This design comes from an exercise in tuning for small area and a short achievable clock period on the open sky130 flow, not from production work. The RTL was checked by simulation tests, not by an equivalence proof against the original design. Power is estimated from default activity; no workload was simulated.

[flow/standard.sh]
#!/bin/bash
# synth_recipe.tcl (not shown) runs the flow's synth.tcl, then flattens the netlist and writes it again
# the make line also repeats each setting of config.mk as NAME=value (left out here)
make -C /OpenROAD-flow-scripts/flow DESIGN_CONFIG=/design/flow/config.mk WORK_HOME=/design/flow/orfs CLKGATE_MAP_FILE= SYNTH_SCRIPT=/design/flow/synth_recipe.tcl "${@:-finish}"
[flow/design.v]
`timescale 1ns/1ns
package bt656_pkg;
   typedef logic [7:0] byte_t;
   typedef logic [11:0] dim_t;
   typedef logic [15:0] frame_cnt_t;
   localparam int HDR_BIT_F = 6;
   localparam int HDR_BIT_V = 5;
   localparam int HDR_BIT_H = 4;
   localparam byte_t SYNC_PREAMBLE_FF = 8'hFF;
   localparam byte_t SYNC_PREAMBLE_00 = 8'h00;
   typedef enum logic [1:0]
   {
      WAIT_FRAME = 2'b00,
      WAIT_SAV   = 2'b01,
      ACTIVE     = 2'b10,
      BLANK      = 2'b11
   } line_state_e;
endpackage
`timescale 1ns/1ns
module bt656_header_decoder
(
   input  logic              clk,
   input  logic              rstn,
   input  logic              enable_i,
   input  bt656_pkg::byte_t  data_i,
   output logic              hdr_valid_o,
   output logic              is_eav_o,
   output logic              vblank_o,
   output logic              field_o,
   output bt656_pkg::byte_t  tap_byte_o
);
   localparam int DLY_LEN = 5;
   bt656_pkg::byte_t dly_q [0:DLY_LEN-1];
   bt656_pkg::byte_t xy_byte;
   logic  hit_q;
   always_ff @(posedge clk)
   begin
      dly_q[0] <= data_i;
      for (int i = 1; i < DLY_LEN; i++)
         dly_q[i] <= dly_q[i-1];
      if (!rstn)
      begin
         dly_q[0][0] <= 1'b0;
         dly_q[1][0] <= 1'b0;
         dly_q[2][0] <= 1'b0;
      end
   end
   always_ff @(posedge clk)
   begin
      hit_q <= rstn &&
               (dly_q[2] == bt656_pkg::SYNC_PREAMBLE_FF) &&
               (dly_q[1] == bt656_pkg::SYNC_PREAMBLE_00) &&
               (dly_q[0] == bt656_pkg::SYNC_PREAMBLE_00);
   end
   assign xy_byte = dly_q[0];
   assign hdr_valid_o = enable_i && hit_q;
   assign is_eav_o = xy_byte[bt656_pkg::HDR_BIT_H];
   assign vblank_o = xy_byte[bt656_pkg::HDR_BIT_V];
   assign field_o  = xy_byte[bt656_pkg::HDR_BIT_F];
   assign tap_byte_o = dly_q[DLY_LEN-1];
endmodule
`timescale 1ns/1ns
module bt656_line_tracker
(
   input  logic                  clk,
   input  logic                  rstn,
   input  logic                  enable_i,
   input  logic                  err_clr_i,
   input  logic                  hdr_valid_i,
   input  logic                  is_eav_i,
   input  logic                  vblank_i,
   input  logic                  field_i,
   input  bt656_pkg::byte_t      tap_byte_i,
   input  logic                  fifo_full_i,
   output logic                  wr_en_o,
   output bt656_pkg::byte_t      wr_byte_o,
   output logic                  wr_sof_o,
   output logic                  wr_eol_o,
   output bt656_pkg::dim_t       width_o,
   output bt656_pkg::dim_t       height_o,
   output logic                  size_err_o,
   output bt656_pkg::frame_cnt_t frame_cnt_o,
   output logic                  overflow_o
);
   localparam int LEN_W = 13;
   logic             frame_seen_q, active_q, wr_req_q;
   logic [1:0]       skip_q;
   logic             field_q;
   logic             sof_pend_q;
   logic             new_frame, sav_active, eav_det, line_end, sav_start;
   logic [LEN_W-1:0] line_bytes_q, line_len_q;
   logic             width_valid_q, height_valid_q;
   bt656_pkg::dim_t  line_cnt_q, height_q;
   logic             width_err, height_err;
   assign new_frame  = hdr_valid_i && field_q && !field_i;
   assign sav_active = hdr_valid_i && !is_eav_i && !vblank_i;
   assign eav_det    = hdr_valid_i && is_eav_i;
   assign line_end  = wr_req_q && eav_det;
   assign sav_start = frame_seen_q && !active_q && sav_active;
   assign width_err  = width_valid_q && (line_bytes_q != line_len_q);
   assign height_err = height_valid_q && (line_cnt_q != height_q);
   assign wr_en_o   = wr_req_q && !fifo_full_i;
   assign wr_byte_o = tap_byte_i;
   assign wr_sof_o  = sof_pend_q;
   assign wr_eol_o  = eav_det;
   assign width_o  = line_len_q[LEN_W-1:1];
   assign height_o = height_q;
   always_ff @(posedge clk)
   begin
      if (sav_start)
      begin
         skip_q       <= 2'd3;
         line_bytes_q <= LEN_W'(1);
      end
      else
      begin
         if (active_q && !wr_req_q)
            skip_q <= skip_q - 1'b1;
         if (wr_req_q)
            line_bytes_q <= line_bytes_q + 1'b1;
      end
      if (line_end)
         line_cnt_q <= line_cnt_q + 1'b1;
      if (wr_en_o)
         sof_pend_q <= 1'b0;
      if (new_frame)
      begin
         line_cnt_q <= '0;
         sof_pend_q <= 1'b1;
      end
   end
   always_ff @(posedge clk)
   begin
      if (!rstn || !enable_i)
      begin
         frame_seen_q   <= 1'b0;
         active_q       <= 1'b0;
         wr_req_q       <= 1'b0;
         field_q        <= 1'b0;
         line_len_q     <= '0;
         width_valid_q  <= 1'b0;
         height_q       <= '0;
         height_valid_q <= 1'b0;
         size_err_o     <= 1'b0;
         overflow_o     <= 1'b0;
         frame_cnt_o    <= '0;
      end
      else
      begin
         if (hdr_valid_i)
            field_q <= field_i;
         if (sav_start)
            active_q <= 1'b1;
         else if (active_q && !wr_req_q && skip_q == 2'd0)
            wr_req_q <= 1'b1;
         if (line_end)
         begin
            active_q <= 1'b0;
            wr_req_q <= 1'b0;
         end
         if (line_end)
         begin
            line_len_q    <= line_bytes_q;
            width_valid_q <= 1'b1;
         end
         if (new_frame)
         begin
            frame_cnt_o  <= frame_cnt_o + 1'b1;
            frame_seen_q <= 1'b1;
            if (frame_seen_q)
            begin
               height_q       <= line_cnt_q;
               height_valid_q <= 1'b1;
            end
         end
         if (err_clr_i)
         begin
            size_err_o <= 1'b0;
            overflow_o <= 1'b0;
         end
         if ((line_end && width_err) || (new_frame && height_err))
            size_err_o <= 1'b1;
         if (wr_req_q && fifo_full_i)
            overflow_o <= 1'b1;
      end
   end
endmodule
`timescale 1ns/1ns
module line_fifo
#(
   parameter int FIFO_DEPTH = 64
)
(
   input  logic             clk,
   input  logic             rstn,
   input  logic             flush_i,
   input  logic             wr_en_i,
   input  bt656_pkg::byte_t wr_byte_i,
   input  logic             wr_sof_i,
   input  logic             wr_eol_i,
   output logic             full_o,
   input  logic             rd_req_i,
   output logic             not_empty_o,
   output bt656_pkg::byte_t rd_byte_o,
   output logic             rd_sof_o,
   output logic             rd_eol_o
);
   localparam int ENTRY_W = 10;
   localparam int GRP     = 8;
   logic [ENTRY_W-1:0] sr [0:FIFO_DEPTH-2];
   logic [ENTRY_W-1:0] wr_entry, next_entry;
   logic [GRP-1:0]     lo_q, hi_q;
   logic [ENTRY_W-1:0] grp [0:GRP-1];
   logic [ENTRY_W-1:0] next_acc [0:GRP];
   logic               ne_q, one_q, full_q;
   logic               wr_ok, rd_ok, inc, dec, two_up, at_zero, up, down;
   logic               cnt_2, cnt_63, load_wr;
   bt656_pkg::byte_t   head_byte_q;
   logic               head_sof_q, head_eol_q;
   assign wr_entry = {wr_eol_i, wr_sof_i, wr_byte_i};
   assign wr_ok    = wr_en_i && !full_q;
   assign rd_ok    = rd_req_i && ne_q;
   assign inc      = wr_ok && !rd_ok;
   assign dec      = rd_ok && !wr_ok;
   assign two_up   = ne_q && !one_q;
   assign at_zero  = lo_q[0] && hi_q[0];
   assign cnt_2    = two_up && at_zero;
   assign cnt_63   = lo_q[5] && hi_q[7];
   assign up       = inc && two_up;
   assign down     = dec && two_up && !at_zero;
   always_ff @(posedge clk)
   begin
      if (wr_ok)
      begin
         sr[0] <= wr_entry;
         for (int i = 1; i < FIFO_DEPTH-1; i++)
            sr[i] <= sr[i-1];
      end
   end
   for (genvar h = 0; h < GRP; h++)
   begin : g_grp
      logic [ENTRY_W-1:0] acc [0:GRP];
      assign acc[0] = '0;
      for (genvar l = 0; l < GRP; l++)
      begin : g_term
         if (GRP*h + l < FIFO_DEPTH-1)
         begin : g_used
            assign acc[l+1] = acc[l] | ({ENTRY_W{lo_q[l]}} & sr[GRP*h + l]);
         end
         else
         begin : g_none
            assign acc[l+1] = acc[l];
         end
      end
      assign grp[h] = acc[GRP];
   end
   for (genvar h = 0; h <= GRP; h++)
   begin : g_next
      if (h == 0)
      begin : g_first
         assign next_acc[0] = '0;
      end
      else
      begin : g_rest
         assign next_acc[h] = next_acc[h-1] | ({ENTRY_W{hi_q[h-1]}} & grp[h-1]);
      end
   end
   assign next_entry = next_acc[GRP];
   assign load_wr = rd_ok ? one_q : !ne_q;
   always_ff @(posedge clk)
   begin
      if (load_wr)
         head_byte_q <= wr_byte_i;
      else if (rd_ok)
         head_byte_q <= next_entry[ENTRY_W-3:0];
   end
   always_ff @(posedge clk)
   begin
      if (!rstn || flush_i)
      begin
         lo_q       <= GRP'(1);
         hi_q       <= GRP'(1);
         ne_q       <= 1'b0;
         one_q      <= 1'b0;
         full_q     <= 1'b0;
         head_sof_q <= 1'b0;
         head_eol_q <= 1'b0;
      end
      else
      begin
         if (up)
         begin
            lo_q <= {lo_q[GRP-2:0], lo_q[GRP-1]};
            if (lo_q[GRP-1])
               hi_q <= {hi_q[GRP-2:0], hi_q[GRP-1]};
         end
         else if (down)
         begin
            lo_q <= {lo_q[0], lo_q[GRP-1:1]};
            if (lo_q[0])
               hi_q <= {hi_q[0], hi_q[GRP-1:1]};
         end
         if (wr_ok)
            ne_q <= 1'b1;
         else if (rd_ok && one_q)
            ne_q <= 1'b0;
         if (inc)
            one_q <= !ne_q;
         else if (dec)
            one_q <= cnt_2;
         if (inc && cnt_63)
            full_q <= 1'b1;
         else if (rd_ok)
            full_q <= 1'b0;
         if (load_wr)
         begin
            head_sof_q <= wr_ok && wr_sof_i;
            head_eol_q <= wr_ok && wr_eol_i;
         end
         else if (rd_ok)
         begin
            head_sof_q <= next_entry[ENTRY_W-2];
            head_eol_q <= next_entry[ENTRY_W-1];
         end
      end
   end
   assign full_o      = full_q;
   assign not_empty_o = ne_q;
   assign rd_byte_o   = head_byte_q;
   assign rd_sof_o    = head_sof_q;
   assign rd_eol_o    = head_eol_q;
endmodule
`timescale 1ns/1ns
module bt656_rx_top
#(
   parameter int FIFO_DEPTH = 64
)
(
   input  logic        clk,
   input  logic        rstn,
   input  logic        rx_enable_i,
   input  logic        size_err_clr_i,
   input  logic [7:0]  bt656_data_i,
   output logic        m_axis_tvalid_o,
   input  logic        m_axis_tready_i,
   output logic [7:0]  m_axis_tdata_o,
   output logic        m_axis_tuser_o,
   output logic        m_axis_tlast_o,
   output logic [11:0] width_o,
   output logic [11:0] height_o,
   output logic        size_err_o,
   output logic        overflow_o,
   output logic [15:0] frame_cnt_o
);
   logic  wr_en, wr_sof, wr_eol, fifo_full;
   bt656_pkg::byte_t wr_byte;
   logic  fifo_ne, rd_req, head_sof, head_eol;
   bt656_pkg::byte_t head_byte;
   logic  hdr_valid, is_eav, vblank, field;
   bt656_pkg::byte_t tap_byte;
   bt656_header_decoder u_decoder
   (
      .clk      (clk),
      .rstn     (rstn),
      .enable_i (rx_enable_i),
      .data_i   (bt656_data_i),
      .hdr_valid_o (hdr_valid),
      .is_eav_o    (is_eav),
      .vblank_o    (vblank),
      .field_o     (field),
      .tap_byte_o  (tap_byte)
   );
   bt656_line_tracker u_tracker
   (
      .clk         (clk),
      .rstn        (rstn),
      .enable_i    (rx_enable_i),
      .err_clr_i   (size_err_clr_i),
      .hdr_valid_i (hdr_valid),
      .is_eav_i    (is_eav),
      .vblank_i    (vblank),
      .field_i     (field),
      .tap_byte_i  (tap_byte),
      .fifo_full_i (fifo_full),
      .wr_en_o     (wr_en),
      .wr_byte_o   (wr_byte),
      .wr_sof_o    (wr_sof),
      .wr_eol_o    (wr_eol),
      .width_o     (width_o),
      .height_o    (height_o),
      .size_err_o  (size_err_o),
      .frame_cnt_o (frame_cnt_o),
      .overflow_o  (overflow_o)
   );
   line_fifo #(.FIFO_DEPTH(FIFO_DEPTH)) u_fifo
   (
      .clk       (clk),
      .rstn      (rstn),
      .flush_i   (!rx_enable_i),
      .wr_en_i   (wr_en),
      .wr_byte_i (wr_byte),
      .wr_sof_i  (wr_sof),
      .wr_eol_i  (wr_eol),
      .full_o    (fifo_full),
      .rd_req_i  (rd_req),
      .not_empty_o (fifo_ne),
      .rd_byte_o (head_byte),
      .rd_sof_o  (head_sof),
      .rd_eol_o  (head_eol)
   );
   assign m_axis_tvalid_o = fifo_ne && rx_enable_i;
   assign m_axis_tdata_o  = head_byte;
   assign m_axis_tuser_o  = rx_enable_i && head_sof;
   assign m_axis_tlast_o  = rx_enable_i && head_eol;
   assign rd_req          = rx_enable_i && m_axis_tready_i;
endmodule
[flow/constraint.sdc]
create_clock -name core_clock -period 5.5 [get_ports {clk}]
set_input_delay 1.1000 -clock core_clock [delete_from_list [all_inputs] [get_ports {clk}]]
set_output_delay 1.1000 -clock core_clock [all_outputs]
set_load 0.01 [all_outputs]
[flow/config.mk]
export PLATFORM = sky130hd
export DESIGN_NAME = bt656_rx_top
export DESIGN_NICKNAME = bt656_rx_top
export VERILOG_FILES = /design/flow/design.v
export SDC_FILE = /design/flow/constraint.sdc
export NUM_CORES = 4
export LEC_CHECK = 0
export CAP_MARGIN = 20
export CORE_MARGIN = 2
export CORE_UTILIZATION = 75
export CTS_CLUSTER_DIAMETER = 60
export CTS_CLUSTER_SIZE = 25
export SETUP_SLACK_MARGIN = 2.9
export SLEW_MARGIN = 20
[flow/flow/abc_area.script]
&get -n
&st
&dch
&nf -a
&put
[flow/flow/run.sh]
#!/bin/bash
# The standard layout with three changes: synthesis maps the logic with
# an area-oriented ABC script (flow/abc_area.script in place of ORFS's
# abc_speed.script; the registers are mapped as in the standard
# synthesis), clock tree synthesis adds no dummy loads, and the port
# buffers start at buf_1 (repair resizes them).
set -euo pipefail
cd "$(dirname "$0")/.."
export CTS_ARGS="-sink_clustering_enable -repair_clock_nets -dont_use_dummy_load -sink_clustering_size 16 -sink_clustering_max_diameter 70 -buf_list sky130_fd_sc_hd__clkbuf_8"
export BUFFER_PORTS_ARGS="-buffer_cell sky130_fd_sc_hd__buf_1"
rm -rf scripts_area
cp -r "$FLOW_HOME/scripts" scripts_area
cp flow/abc_area.script scripts_area/abc_speed.script
bash standard.sh SCRIPTS_DIR="$PWD/scripts_area" synth > synth_flow.log 2>&1
bash standard.sh > standard_flow.log 2>&1
==> results of run 1 <==
## cells in the final DEF, fill, tap and decap left out, types with 27 or more instances in the layout
cell and count:
a221oi_1 27, a222oi_1 132, a22oi_1 63, a21oi_1 39
edfxtp_1 638, clkbuf_8 54, nor2_1 108, nand4_1 28
buf_1 61, nand2_1 98, xor2_1 27, nand3_1 83
dfxtp_1 130, o21ai_0 29
## what timing repair did
item / CTS / global route
gates cloned: 0 / 1
resized for setup: 18 / 11
hold buffers: 0 / 0
buffers inserted: 3 / 9
setup endpoints to repair: 12 / 19
pin swaps: 2 / 3
## path summary, 6_finish.rpt
check                     endpoint  cells after the start
max reg2reg  u_fifo.head_byte_q[4]                      7
min          u_decoder.dly_q[4][5]                      0
min reg2reg  u_decoder.dly_q[4][5]                      0
max                 m_axis_tuser_o                      3
## per-stage QoR
step,hold slack (ns),cells
after global routing,0.339,2218
final,0.333,2218
after floorplan,0.310,1613
after global placement,0.311,2151
after CTS,0.335,2208
after detailed placement,0.313,2151
## flip-flops by register name, indices dropped and copies added, names as in the netlist, 2 cells and up
register and count:
u_decoder.dly_q 40, u_fifo.head_byte_q 8, u_fifo.hi_q 8, u_fifo.lo_q 8, u_fifo.sr 630, u_tracker.frame_cnt_o 16, u_tracker.height_q 12, u_tracker.line_bytes_q 13
u_tracker.line_cnt_q 12, u_tracker.line_len_q 13, u_tracker.skip_q 2
## logic make-up after synthesis
logic type / after synthesis / share of synthesized area (%)
flip-flops: 777 / 80.0
multiplexers: 9 / 0.329
XOR/XNOR: 36 / 1.15
AO/OA/AOI/OAI: 373 / 11.1
AND/OR/NAND/NOR: 392 / 6.66
buffers and inverters: 20 / 0.438
adder cells (fa/ha/maj): 6 / 0.274
## area by class of cell
type | count | area [um^2] | share of cell area [%]
clock buffer | 54 | 743 | 2.52
inverter | 8 | 57.6 | 0.195
sequential | 777 | 22000 | 74.6
multi-input combinational | 816 | 5410 | 18.4
timing repair buffer | 94 | 663 | 2.25
timing repair inverter | 1 | 11.3 | 0.0382
tap | 468 | 586 | 1.99
## critical path, stage by stage
cell	delay, ns
buf_6	0.11
and2_4	0.15
buf_2	0.13
## layer usage
metal / up-vias / part of all wire, % / GRT usage [%]
met5: - / 0 / 0
met4: 0 / 2.5 / 9.30
met3: 120 / 12 / 4.87
met2: 1176 / 47 / 46.2
met1: 7903 / 39 / 45.1
li1: 6985 / - / -
## power groups by stage
stage / registers [mW] / logic [mW] / clock network (mW)
floorplan: 6.44 / 0.0248 / 0
global placement: 6.44 / 0.0414 / 0
detailed placement: 6.44 / 0.0434 / 0
CTS: 6.31 / 0.0441 / 2.57
global route: 6.31 / 0.0490 / 2.74
finish: 6.31 / 0.0440 / 2.53
==> flow_metrics.tcl, run 1 <==
set metrics [dict create \
    syn_area_per_cell_um2 17.0 \
    antenna_found_initial 0 \
    peakVddDrop_v 0.000232 \
    clock_path_buffers 3 \
    seqPwrFrac_pct 71.0 \
    crit_fanout 8 \
    cts_htree_levels 2 \
    setup_tns_ns 0 \
    min-delay-path-class "reg2reg" \
    yosysWarningCount 15 \
    syn-cell-area_um2 27400 \
    synth_top_area_share_pct 69.9 \
    ys_types 39 \
    place_ws_ns 2.20 \
    swShare_pct 19.1 \
    post-route-min-period_ns 2.59 \
    pwr_density_cell_nw_per_um2 302 \
    synth_edf_count 638 \
    cts_made_buffers 54 \
    final.setup.worst_slack_ns 2.91 \
    finalNetCount 1771 \
    combPwrFrac_pct 0.5 \
    finalSetupViolCount 0 \
    synth_top_cell_by_area "edfxtp_1" \
    vias 16200 \
    finClkSkew_ns 0.0296 \
    fp.coreArea_um2 36300 \
    crit_path_start "rx_enable_i" \
    worstHoldStart "u_decoder.dly_q[3][5]" \
    grt_pass1_wl_um 87300 \
    worstPathArrival_ns 1.49 \
    hold_viol_final 0 \
    area_delta_synth_final_pct 7.43 \
    totalPowerFinal_mw 8.88 \
    die_height_um 195 \
    path_clk_slew_ns 0.09 \
    io_buffers 65 \
    die-area_um2 38100 \
    crit_path_end_kind "output pin" \
    yosysSeqAreaShare_pct 80.0 \
    slew_violations 0 \
    synth_common_cells "edfxtp_1, dfxtp_1, a222oi_1" \
    maxCapViolations 0 \
    worstMarginPinSlew_ns 1.03 \
    ioPinCount 66 \
    hpwl_um 30900 \
    ant_nets 0 \
    n_fill_cell 1866 \
    grt_start_max_net_pins 195 \
    grt_pass1_vias 15500 \
    tritoncts "done" \
    pwr-share-clk_pct 28.5 \
    grt_overflow 0 \
    yosysMostFrequentCell "edfxtp_1" \
    synth_nets 1632 \
    power_switching_mw 1.70 \
    crit_type "in2out" \
    period_share_pct 47.1 \
    max_slew_margin_pct 31.0 \
    drt_wl_total_um 59100 \
    start_util_pct 75.6 \
    insertion_delay_ns 0.67 \
    gp_congestion 0.791 \
    status "no timing/DRC/antenna violations" \
    drive_above_1_share_pct 6.29 \
    clock_sinks 777 \
    firstDrtPassIters 8 \
    async_reset_ff_share_pct 0 \
    final_util_pct 81.2 \
    required_ns 4.40 \
    routedWlPerCell_um 26.6 \
    drt_iter0_markers 2689 \
    max_freq_ghz 0.386 \
    ys_ff_latch 777 \
    antenna_cells 0 \
    power.leakage_nw 9.25 \
    grtUsageTotal_pct 29.9 \
    netlist_instances 1613 \
    synth_area_leaders "edfxtp_1, dfxtp_1, a222oi_1, a22oi_1, nand3_1" \
    intPower_mw 7.18 \
    rrSetupSlack_ns 2.96 \
    drc 0 \
    r2r-start "u_fifo.lo_q[5]" \
    die_x_um 195 \
    row_count 70 \
    routed_via_density 7.30 \
    dpl_cell_area_um2 28400 \
    fin_area_um2 29400 \
    critPathLaunchType "input port" \
    rsz0062_at_grt "false" \
    ys.flop_type "edfxtp_1" \
    cts_root_buffer "clkbuf_8" \
]
==> inputs of run 2 (changes only) <==
--- a/flow/design.v
+++ b/flow/design.v
@@ -29,35 +29,30 @@
    output logic              field_o,
    output bt656_pkg::byte_t  tap_byte_o
 );
-   localparam int DLY_LEN = 5;
-   bt656_pkg::byte_t dly_q [0:DLY_LEN-1];
+   bt656_pkg::byte_t dly0_q, dly1_q, dly2_q, dly3_q, dly4_q;
    bt656_pkg::byte_t xy_byte;
    logic  hit_q;
    always_ff @(posedge clk)
    begin
-      dly_q[0] <= data_i;
-      for (int i = 1; i < DLY_LEN; i++)
-         dly_q[i] <= dly_q[i-1];
-      if (!rstn)
-      begin
-         dly_q[0][0] <= 1'b0;
-         dly_q[1][0] <= 1'b0;
-         dly_q[2][0] <= 1'b0;
-      end
+      dly0_q <= {data_i[7:1], data_i[0] & rstn};
+      dly1_q <= {dly0_q[7:1], dly0_q[0] & rstn};
+      dly2_q <= {dly1_q[7:1], dly1_q[0] & rstn};
+      dly3_q <= dly2_q;
+      dly4_q <= dly3_q;
    end
    always_ff @(posedge clk)
    begin
       hit_q <= rstn &&
-               (dly_q[2] == bt656_pkg::SYNC_PREAMBLE_FF) &&
-               (dly_q[1] == bt656_pkg::SYNC_PREAMBLE_00) &&
-               (dly_q[0] == bt656_pkg::SYNC_PREAMBLE_00);
+               (dly2_q == bt656_pkg::SYNC_PREAMBLE_FF) &&
+               (dly1_q == bt656_pkg::SYNC_PREAMBLE_00) &&
+               (dly0_q == bt656_pkg::SYNC_PREAMBLE_00);
    end
-   assign xy_byte = dly_q[0];
+   assign xy_byte = dly0_q;
    assign hdr_valid_o = enable_i && hit_q;
    assign is_eav_o = xy_byte[bt656_pkg::HDR_BIT_H];
    assign vblank_o = xy_byte[bt656_pkg::HDR_BIT_V];
    assign field_o  = xy_byte[bt656_pkg::HDR_BIT_F];
-   assign tap_byte_o = dly_q[DLY_LEN-1];
+   assign tap_byte_o = dly4_q;
 endmodule
 `timescale 1ns/1ns
 module bt656_line_tracker
@@ -207,11 +202,11 @@
 );
    localparam int ENTRY_W = 10;
    localparam int GRP     = 8;
-   logic [ENTRY_W-1:0] sr [0:FIFO_DEPTH-2];
+   logic [FIFO_DEPTH-2:0][ENTRY_W-1:0] sr;
    logic [ENTRY_W-1:0] wr_entry, next_entry;
    logic [GRP-1:0]     lo_q, hi_q;
-   logic [ENTRY_W-1:0] grp [0:GRP-1];
-   logic [ENTRY_W-1:0] next_acc [0:GRP];
+   logic [GRP-1:0][ENTRY_W-1:0] grp;
+   logic [GRP:0][ENTRY_W-1:0] next_acc;
    logic               ne_q, one_q, full_q;
    logic               wr_ok, rd_ok, inc, dec, two_up, at_zero, up, down;
    logic               cnt_2, cnt_63, load_wr;
@@ -231,28 +226,25 @@
    always_ff @(posedge clk)
    begin
       if (wr_ok)
-      begin
-         sr[0] <= wr_entry;
-         for (int i = 1; i < FIFO_DEPTH-1; i++)
-            sr[i] <= sr[i-1];
-      end
+         sr <= {sr[FIFO_DEPTH-3:0], wr_entry};
    end
    for (genvar h = 0; h < GRP; h++)
    begin : g_grp
-      logic [ENTRY_W-1:0] acc [0:GRP];
-      assign acc[0] = '0;
+      logic [(GRP+1)*ENTRY_W-1:0] acc;
+      assign acc[ENTRY_W-1:0] = '0;
       for (genvar l = 0; l < GRP; l++)
       begin : g_term
          if (GRP*h + l < FIFO_DEPTH-1)
          begin : g_used
-            assign acc[l+1] = acc[l] | ({ENTRY_W{lo_q[l]}} & sr[GRP*h + l]);
+            assign acc[(l+1)*ENTRY_W +: ENTRY_W] = acc[l*ENTRY_W +: ENTRY_W] |
+                                                   ({ENTRY_W{lo_q[l]}} & sr[GRP*h + l]);
          end
          else
          begin : g_none
-            assign acc[l+1] = acc[l];
+            assign acc[(l+1)*ENTRY_W +: ENTRY_W] = acc[l*ENTRY_W +: ENTRY_W];
          end
       end
-      assign grp[h] = acc[GRP];
+      assign grp[h] = acc[GRP*ENTRY_W +: ENTRY_W];
    end
    for (genvar h = 0; h <= GRP; h++)
    begin : g_next
==> flow/flow/run.sh (replaced) <==
#!/bin/bash
# The standard layout with two changes: clock tree synthesis adds no
# dummy loads, and the port buffers start at buf_1 (repair resizes them).
set -euo pipefail
cd "$(dirname "$0")/.."
export CTS_ARGS="-sink_clustering_enable -repair_clock_nets -dont_use_dummy_load -sink_clustering_size 16 -sink_clustering_max_diameter 70 -buf_list sky130_fd_sc_hd__clkbuf_8"
export BUFFER_PORTS_ARGS="-buffer_cell sky130_fd_sc_hd__buf_1"
bash standard.sh > standard_flow.log 2>&1
removed: flow/flow/abc_area.script
==> run 2 against run 1 <==
Effect of this change:
- area after synthesis rose by 2.5%
- non-clock buffer count rose by 2
- largest power group unchanged
- critical path depth did not move
- via count rose by 0.50%
- clock power barely moved
- register-to-register slack barely moved
- synthesized cell count rose by 8.4%
- final cell count rose by 1.4%
- power fell by 0.46%
==> flow_metrics.tcl, run 2 <==
set metrics [dict create \
    pwr-share-clk_pct 28.5 \
    grt_pass1_wl_um 88500 \
    path_clk_slew_ns 0.09 \
    period_share_pct 47.4 \
    crit_path_end_kind "output pin" \
    rrSetupSlack_ns 2.97 \
    hpwl_um 31400 \
    tritoncts "done" \
    grt_pass1_vias 15500 \
    drt_iter0_markers 2209 \
    met2_usage_pct 45.8 \
    totalPowerFinal_mw 8.84 \
    synth_area_leaders "edfxtp_1, dfxtp_1, a22oi_1, nand4_1, nand2_1" \
    fin_area_um2 29700 \
    regMostFlops "u_fifo.sr" \
    grt_start_max_net_pins 197 \
    routedWlPerCell_um 26.5 \
    cts_root_buffer "clkbuf_8" \
    grt_overflow 0 \
    crit_fanout 13 \
    synth_top_cell_by_area "edfxtp_1" \
    vias 16300 \
    firstDrtPassIters 6 \
    die-area_um2 39000 \
    status "no timing/DRC/antenna violations" \
    synthMuxAreaShare_pct 0.468 \
    finClkSkew_ns 0.0425 \
    synth_edf_count 638 \
    reg2reg_to "u_fifo.head_byte_q[2]" \
    fp.coreArea_um2 36800 \
    synth-simple-area-share_pct 5.46 \
    antenna_found_initial 0 \
    synth-compound-area-share_pct 11.8 \
    required_ns 4.40 \
    finalNetCount 1801 \
    hold_depth 0 \
    grtUsageMet1_pct 45.0 \
    start_util_pct 76.4 \
    drc 0 \
    power_switching_mw 1.67 \
    die_x_um 198 \
    antenna_cells 0 \
    worstPathArrival_ns 1.51 \
    async_reset_ff_share_pct 0 \
    max_freq_ghz 0.383 \
    yosysSeqAreaShare_pct 78.1 \
    power.leakage_nw 8.56 \
    critPathLaunchType "input port" \
    synth_nets 1767 \
    largest_reg_flops 630 \
    r2r_cells 6 \
    synth_top_family_by_area "compound AO/OA/AOI/OAI gates" \
    worstHoldStart "u_decoder.dly3_q[2]" \
    use_met3_pct 5.05 \
    drt_wl_total_um 59500 \
    die_height_um 198 \
    r2r-start "u_fifo.lo_q[4]" \
    crit_end "m_axis_tuser_o" \
    finalSetupViolCount 0 \
    io_buffers 65 \
    hold_viol_final 0 \
    synth_top_area_share_pct 68.2 \
    drive_above_1_share_pct 6.07 \
    netlist_instances 1748 \
    crit_path_start "rx_enable_i" \
    post-route-min-period_ns 2.61 \
    pwr_density_cell_nw_per_um2 298 \
    syn-cell-area_um2 28100 \
    area_delta_synth_final_pct 5.56 \
    clock_path_buffers 3 \
    synth_common_cells "edfxtp_1, a22oi_1, dfxtp_1" \
    yosysWarningCount 3 \
    insertion_delay_ns 0.67 \
    seqPwrFrac_pct 71.2 \
    synthAdderAreaFrac_pct 0.267 \
    yosysMostFrequentCell "edfxtp_1" \
    swShare_pct 18.9 \
    routed_via_density 7.24 \
    row_count 70 \
    grtUsageTotal_pct 30.1 \
    rsz0062_at_grt "false" \
    max_slew_margin_pct 27.7 \
    gp_congestion 0.807 \
    crit_type "in2out" \
    postCtsHoldBufs 0 \
    grt_busiest_layer "met2" \
    ys_ff_latch 777 \
    cts_htree_levels 2 \
    top_regs "u_fifo.sr (630), u_tracker.frame_cnt_o (16)" \
    maxCapViolations 0 \
    ioPinCount 66 \
    clock_sinks 777 \
    syn_area_per_cell_um2 16.1 \
    ys.flop_type "edfxtp_1" \
    ys_types 49 \
    combPwrFrac_pct 0.3 \
    slew_violations 0 \
    dpl_cell_area_um2 28600 \
    synth-xor-area-share_pct 1.81 \
    min-delay-path-class "reg2reg" \
    worstMarginPinSlew_ns 1.08 \
    final_common_cell "edfxtp_1" \
    mostFrequentLayoutCells "edfxtp_1, a22oi_1, dfxtp_1" \
    intPower_mw 7.17 \
    cts_made_buffers 54 \
    ant_nets 0 \
    peakVddDrop_v 0.000276 \
]
[run 2: cell types whose count changed in the layout (fill, tap and decap cells not counted), sizes merged, moves of 14 or more]
cell	previous run	this run
nand4	28	68
a222oi	132	10
inv	1	15
a22o	26	0
nand3	83	24
a41oi	1	16
xnor2	9	24
o21ai	37	17
nor2	108	63
a221oi	27	1
a22oi	63	321
[run 2: worst min path at each step]
stage	to
floorplan	u_decoder.dly4_q[0]
global placement	u_decoder.dly4_q[2]
detailed placement	u_decoder.dly4_q[2]
CTS	u_decoder.dly4_q[2]
global route	u_decoder.dly4_q[3]
finish	u_decoder.dly4_q[2]
[run 2: logic make-up (layout without fill, tap and decap cells)]
kind of cell	count (synthesis)	in the layout
compound gates	452	452
xor+xnor	58	58
fa+ha+maj	6	6
buf+inv	135	166
flops	777	777
mux	13	13
simple gates	307	308
[run 2: power groups by stage]
| stage | registers, mW | logic [mW] | clock network (mW) |
|---|---|---|---|
| 2_1_floorplan | 6.42 | 0.0131 | 0 |
| 3_5_place_dp | 6.43 | 0.0265 | 0 |
| 6_report | 6.29 | 0.0279 | 2.52 |
| 4_1_cts | 6.29 | 0.0280 | 2.57 |
| 5_1_grt | 6.29 | 0.0301 | 2.74 |
| 3_3_place_gp | 6.42 | 0.0260 | 0 |
[run 2: repair_timing]
action,4_1_cts,5_1_grt
gates resized for setup,16,11
buffers inserted,6,6
endpoints found under the setup margin,444,241
cloned,2,1
pin swaps,1,2
[run 2: metrics by stage]
stage	worst slack [ns]	std cells	hold slack, ns	setup TNS [ns]	utilization, %
after floorplan	-5.93	1748	0.310	-3214.78	-
final	2.89	2248	0.335	0	80.6
after CTS	2.90	2241	0.335	0	80.3
after global routing	2.89	2248	0.338	0	80.6
after global placement	1.94	2179	0.311	0	77.7
after detailed placement	1.77	2179	0.312	0	77.7
[run 2: final cells by class]
cell class | instances | area (um^2)
sequential | 777 | 22000
fill | 1938 | 7130
multi-input combinational | 837 | 5590
clock buffer | 54 | 743
timing repair buffer | 96 | 699
tap | 468 | 586
inverter | 16 | 63.8
[run 2: routing by layer]
layer	vias up	part of all wire [%]
li1	6993	-
met3	130	10
met1	8133	40
met2	1009	47
met5	-	0
met4	0	3.0
[run 2: critical path: stages]
cell and delay [ns]:
buf_12 0.12, and2_4 0.16, buf_6 0.12
==> inputs of run 3 (changes only) <==
==> flow/flow/run.sh (replaced) <==
#!/bin/bash
# The standard layout with three changes: clock tree synthesis adds no
# dummy loads, the port buffers start at buf_1 (repair resizes them), and
# the pins of the one input-to-output path (rx_enable_i to tvalid, tuser
# and tlast) are placed side by side.
set -euo pipefail
cd "$(dirname "$0")/.."
export CTS_ARGS="-sink_clustering_enable -repair_clock_nets -dont_use_dummy_load -sink_clustering_size 16 -sink_clustering_max_diameter 70 -buf_list sky130_fd_sc_hd__clkbuf_8"
export BUFFER_PORTS_ARGS="-buffer_cell sky130_fd_sc_hd__buf_1"
export PLACE_PINS_ARGS="-group_pins {rx_enable_i m_axis_tvalid_o m_axis_tuser_o m_axis_tlast_o}"
bash standard.sh > standard_flow.log 2>&1
==> run 3 against run 2 <==
Effect of this change:
- sequential power hardly changed
- via count is 0.91% lower
- still clean on timing, DRC and antenna
- critical path depth stayed put
==> flow_metrics.tcl, run 3 <==
set metrics [dict create \
    path_clk_slew_ns 0.10 \
    synth_common_cells "edfxtp_1, a22oi_1, dfxtp_1" \
    power.leakage_nw 8.50 \
    crit_fanout 13 \
    hold_viol_final 0 \
    slew_violations 0 \
    peakVddDrop_v 0.000266 \
    grt_pass1_wl_um 89800 \
    start_util_pct 76.4 \
    critPathLaunchType "input port" \
    grt_start_max_net_pins 177 \
    yosysMostFrequentCell "edfxtp_1" \
    fin_area_um2 29500 \
    grtUsageTotal_pct 30.4 \
    r2r-start "u_fifo.lo_q[5]" \
    drive_above_1_share_pct 5.81 \
    setup_tns_ns 0 \
    critPathSlowestCell "and2_4" \
    insertion_delay_ns 0.67 \
    rsz0062_at_grt "true" \
    hpwl_um 31600 \
    drt_wl_total_um 58300 \
    ioPinCount 66 \
    final_common_cell "edfxtp_1" \
    syn_area_per_cell_um2 16.1 \
    routed_via_density 7.19 \
    max_slew_margin_pct 25.5 \
    crit_end "m_axis_tlast_o" \
    pwr_density_cell_nw_per_um2 299 \
    crit_path_start "rx_enable_i" \
    regMostFlops "u_fifo.sr" \
    ys.flop_type "edfxtp_1" \
    post-route-min-period_ns 2.59 \
    cts_made_buffers 54 \
    drc 0 \
    firstDrtPassIters 6 \
    required_ns 4.40 \
    synth_top_area_share_pct 68.2 \
    synth_nets 1767 \
    synth_area_leaders "edfxtp_1, dfxtp_1, a22oi_1, nand4_1, nand2_1" \
    syn-cell-area_um2 28100 \
    tritoncts "done" \
    drt_iter0_markers 1804 \
    rrSetupSlack_ns 2.98 \
    reg2reg_to "u_fifo.head_byte_q[7]" \
    n_fill_cell 1996 \
    postCtsHoldBufs 0 \
    crit_path_end_kind "output pin" \
    yosysSeqAreaShare_pct 78.1 \
    antenna_cells 0 \
    maxCapViolations 0 \
    antenna_found_initial 0 \
    async_reset_ff_share_pct 0 \
    ys_types 49 \
    die-area_um2 39000 \
    io_buffers 65 \
    totalPowerFinal_mw 8.84 \
    vias 16100 \
    timing.critical_path.buf_inv 2 \
    worstPathArrival_ns 1.49 \
    cp.depth 3 \
    area_delta_synth_final_pct 5.16 \
    min-delay-path-class "reg2reg" \
    grt_overflow 0 \
    crit_type "in2out" \
    yosysWarningCount 3 \
    synth_top_cell_by_area "edfxtp_1" \
    gp_congestion 0.820 \
    netlist_instances 1748 \
    ys_ff_latch 777 \
    ant_nets 0 \
    finalNetCount 1795 \
    finClkSkew_ns 0.0574 \
    worstMarginPinSlew_ns 1.12 \
    clock_path_buffers 3 \
    holdWs_ns 0.307 \
    grt_pass1_vias 15700 \
    fp.coreArea_um2 36800 \
    period_share_pct 47.1 \
    max_freq_ghz 0.386 \
    row_count 70 \
    cts_htree_levels 2 \
    die_height_um 198 \
    mostFrequentLayoutCells "edfxtp_1, a22oi_1, dfxtp_1" \
    max_stage_delay_ns 0.16 \
    finalSetupViolCount 0 \
    die_x_um 198 \
    largest_reg_flops 630 \
    clock_sinks 777 \
    cts_root_buffer "clkbuf_8" \
    r2r_cells 6 \
    synth_edf_count 638 \
    top_regs "u_fifo.sr (630), u_tracker.frame_cnt_o (16)" \
    status "no timing/DRC/antenna violations" \
    crit_family "buffers and inverters" \
    routedWlPerCell_um 26.0 \
    crit_path_cell_trace "buf_12 > and2_4 > buf_6" \
    dpl_cell_area_um2 28600 \
]
==> run 3: cell counts after synthesis <==
Identical to the previous run, type by type.
==> run 3: stage by stage <==
| stage | utilization (%) | setup slack (ns) | instances |
|---|---|---|---|
| detailed placement | 77.7 | 1.87 | 2179 |
| global placement | 77.7 | 2.00 | 2179 |
| finish | 80.3 | 2.91 | 2242 |
| CTS | 80.2 | 2.90 | 2239 |
| global route | 80.3 | 2.89 | 2242 |
| floorplan | - | -5.93 | 1748 |
==> run 3: how the worst min path moves through the flow <==
stage	slack, ns	endpoint	depth (start not counted)	from
after global placement	0.31	u_decoder.dly4_q[0]	0	u_decoder.dly3_q[0]
after global routing	0.33	u_decoder.dly4_q[3]	0	u_decoder.dly3_q[3]
after detailed placement	0.31	u_decoder.dly4_q[0]	0	u_decoder.dly3_q[0]
after floorplan	0.31	u_decoder.dly4_q[0]	0	u_decoder.dly3_q[0]
after CTS	0.32	u_decoder.dly4_q[3]	0	u_decoder.dly3_q[3]
final	0.31	u_decoder.dly4_q[3]	0	u_decoder.dly3_q[3]
==> run 3: routing by layer <==
layer | up-vias | global-route usage, % | part of all wire (%)
met5 | - | 0 | 0
met4 | 0 | 10.7 | 2.8
met3 | 97 | 5.16 | 9.7
met2 | 952 | 46.5 | 47
met1 | 8083 | 45.5 | 41
li1 | 6985 | - | -
==> run 3: power breakdown <==
group,total [mW],internal [mW],switching (mW)
clock,2.52,0.880,1.64
combinational,0.0281,0.00826,0.0198
sequential,6.29,6.28,0.0110
==> run 3: logic make-up after synthesis <==
logic type	count (synthesis)	synth area share, %
xor gates and xnor gates	58	1.81
buffers and inverters	135	2.11
AOI/OAI and AO/OA	452	11.8
and+or+nand+nor	307	5.46
muxes	13	0.468
adders and majority gates	6	0.267
DFF	777	78.1
==> run 3: layout make-up <==
cell class / instances / area [um^2] / area share (%)
Sequential cell: 777 / 22000 / 74.4
Multi-Input combinational cell: 837 / 5600 / 18.9
Clock buffer: 54 / 743 / 2.52
Tap cell: 468 / 586 / 1.98
Timing Repair Buffer: 89 / 581 / 1.96
Inverter: 16 / 63.8 / 0.216
Timing Repair inverter: 1 / 5.00 / 0.0169
==> run 3: repair_timing <==
action,CTS,global route
endpoints found under the setup margin,258,259
pin swaps,1,2
setup buffers,3,3
gates cloned,3,0
gates resized for setup,19,14

==> separate check: timing with driven ports <==
No port has a modelled driver above. Below, the same layouts with a new extraction and two added sets of constraints. Step 1 assumes that a clkbuf_16 drives the clock port and a buf_2 every other input. Step 2, shift: input delay + t, output delay - t, t = (earliest + latest rising clock arrival at the registers) / 2. This alone moves slack from input paths to output paths. a / b / c = ideal ports / drivers / drivers and shift; a / b = the first two.
run	t, ns	setup slack, ns	worst register clock-pin slew, ns	worst slew at a driven data input, ns
run 1	0.705	2.909 / 2.877 / 2.322	0.10 / 0.10	0.04
run 2	0.707	2.890 / 2.822 / 2.572	0.10 / 0.10	0.09
run 3	0.700	2.909 / 2.862 / 2.603	0.10 / 0.10	0.06
After both steps setup and hold are still met in every run listed. The setup slack of run 1, which loses most, moves by -0.032 ns with the drivers and by -0.587 ns with both steps.
